Source: an optimization exercise on an open RTL-to-GDS flow (aim: small area, a short achievable clock period and few clock cycles). Production flows keep margins and buffers that such runs may drop.
Only simulation tests tie the RTL to the original design; equivalence was not proved.
Power is estimated from default activity; no workload was simulated.

// ex_stage
module ex_stage (
  input  logic        clk,
  input  logic        rst,
  input  logic [31:0] i_inst,
  input  logic [2:0]  i_alusel,
  input  logic [4:0]  i_aluop,
  input  logic [31:0] i_srcLeft,
  input  logic [31:0] i_srcRight,
  input  logic [1:0]  i_memop,
  input  logic [4:0]  i_dest,
  input  logic        i_writeEnable,
  input  logic        i_flush,
  output logic [31:0] o_result,
  output logic [1:0]  o_memop,
  output logic [31:0] o_memAddr,
  output logic [31:0] o_storeData,
  output logic [4:0]  o_dest,
  output logic        o_writeEnable,
  output logic        o_overflow,
  output logic        o_stallReq
);
For scale: ~3,900 cells after synthesis, about 150 flip-flops, roughly 220 I/O pins, ~28,000 sq um of cells after synthesis.
make LEC_CHECK=0 ABC_AREA=0 CAP_MARGIN=20 CORE_MARGIN=2 CORE_UTILIZATION=40 SETUP_SLACK_MARGIN=2.5 SLEW_MARGIN=20 TNS_END_PERCENT=10 finish   # period 9.0 ns
run.sh (not shown) runs the stock make flow with config.mk's settings and CLKGATE_MAP_FILE= SYNTH_SCRIPT=/design/flow/synth_recipe.tcl, a recipe that flattens the netlist after the stock synthesis.
Testbench counts at the start, summed over its fixed seeds: cycles 7,336.
Edit:
SETUP_SLACK_MARGIN = 1.9   (was 2.5)
=> Total power went up by 0.38%; fmax went down by about 1%; non-clock buffer count went down by 29; first-iteration DRC count went down by about 6%; worst hold slack gains 79 ps; design area went down by about 2%; wire length went up by about 0.54%; die area does not change; cell count went down by about 0.6%; utilization went down by 0.96 points.
Edit:
TNS_END_PERCENT = unset   (was 10)
The changed run produced a clean layout.
Power came out higher by 1.2%.
Area after synthesis is unchanged.
Routed wire length came out higher by 0.55%.
Utilization came out higher by 0.47 points.
Clock skew stays flat.
Register-to-register slack gains 90 ps.
Via count came out higher by 1.2%.
Die area does not change.
Non-clock buffer count came out higher by 11.
Final cell count is about the same.
Synthesized cell count is unchanged.

========
ex_stage, a different RTL version from the one above (not shown whole).
Size: about 3,900 cells after synthesis, about 150 flip-flops, roughly 0.028 mm² of cells after synthesis.
Design ex_stage, start of the top module:
module ex_stage (
  input  logic        clk,
  input  logic        rst,
  input  logic [31:0] i_inst,
  input  logic [2:0]  i_alusel,
  input  logic [4:0]  i_aluop,
  input  logic [31:0] i_srcLeft,
  input  logic [31:0] i_srcRight,
  input  logic [1:0]  i_memop,
  input  logic [4:0]  i_dest,
  input  logic        i_writeEnable,
  input  logic        i_flush,
  output logic [31:0] o_result,
  output logic [1:0]  o_memop,
  output logic [31:0] o_memAddr,
  output logic [31:0] o_storeData,
  output logic [4:0]  o_dest,
  output logic        o_writeEnable,
  output logic        o_overflow,
  output logic        o_stallReq
);
Settings: LEC_CHECK=0, ABC_AREA=0, CAP_MARGIN=20, CORE_MARGIN=2, CORE_UTILIZATION=40, SETUP_SLACK_MARGIN=1.7, SLEW_MARGIN=20; clock period 9.0 ns.
Testbench counts at the start, summed over its fixed seeds: cycles 7,336.
Then changed:
Settings changed: PLACE_DENSITY set to 0.7, SETUP_SLACK_MARGIN 1.7 to 1.9.
Clock-buffer cell count fell by 2.
Sequential share of layout area is about the same.
Hold slack improved by 0.040 ns.
Wire length hardly moves.
Total power went up by a few percent.
Maximum frequency grows by a few percent.
Global-route usage is lower by 0.20 points.
Setup slack gains 0.16 ns.
Sequential power stays flat.
Register-to-register slack improved by 0.33 ns.
Cell count grows slightly.
Then changed:
Settings changed: PLACE_DENSITY 0.7 to unset, SETUP_SLACK_MARGIN 1.9 to 2.0.
Non-clock buffer count is higher by 28.
Clock power is lower by about 0.5%.
Routed wire length is lower by 0.75%.

========
ex_stage again, from the RTL that the note above started with.
clock: 9.0 ns
lec_check: 0
abc_area: 0
cap_margin: 20
core_margin: 2
core_utilization: 40
gpl_routability_driven: 0
setup_slack_margin: 1.9
slew_margin: 20
The baseline finished clean.
Testbench counts at the start, summed over its fixed seeds: cycles 7,336.
==> next run, changes <==
- GPL_ROUTABILITY_DRIVEN: 0 -> not set
- SETUP_SLACK_MARGIN: 1.9 -> 2.1
Effect: Design area grows by 2.8%; critical path depth grows by 4; total power grows by 4.2%; non-clock buffer count grows by 62; flip-flop and latch count stays the same.
==> next run, changes <==
- SETUP_SLACK_MARGIN: 2.1 -> 1.9
Effect: Setup slack got worse by 0.16 ns; sequential power is about the same; clock skew hardly moves; die area does not change; final area is lower by a few percent; via count is lower slightly; synthesized cell count stays the same; hold slack got worse by 0.012 ns; register-to-register slack got worse by 0.34 ns; clock-buffer cell count is unchanged.

==> separate check: timing with driven ports <==
Ports are ideal in the flow. The routed layouts listed here were re-timed in OpenROAD. Step 1, drivers: a clkbuf_16 drives clk and a buf_2 each remaining input, both assumed. Step 2 adds t to the input delays and takes it off the output delays; t is the mean of the earliest and latest rising clock arrival at the registers after step 1. Input paths then give back, and output paths get back, about the clock's delay inside the block. Slacks: ideal ports / drivers / drivers and shift; pairs: ideal ports / drivers.
run	shift t [ns]	setup WS [ns]	worst hold slack (ns)
the first run of note 1	0.508	1.779 / 1.748 / 1.575	0.488 / 0.488 / 0.488
the second run of note 1	0.504	1.702 / 1.644 / 1.300	0.566 / 0.566 / 0.566
the third run of note 1	0.507	1.713 / 1.685 / 1.585	0.571 / 0.571 / 0.571
the first run of note 2	0.531	1.641 / 1.687 / 1.156	0.541 / 0.541 / 0.541
the second run of note 2	0.518	1.802 / 1.774 / 1.630	0.581 / 0.581 / 0.581
the third run of note 2	0.544	1.808 / 1.758 / 1.508	0.560 / 0.560 / 0.560
the first run of note 3	0.512	1.753 / 1.729 / 1.406	0.556 / 0.556 / 0.556
the second run of note 3	0.540	1.980 / 1.936 / 1.688	0.571 / 0.571 / 0.571
the third run of note 3	0.543	1.819 / 1.786 / 1.503	0.559 / 0.559 / 0.559
After both steps every run listed still meets setup and hold. The setup slack of the first run of note 2, which loses most, moves by +0.046 ns with the drivers and by -0.485 ns with both steps.
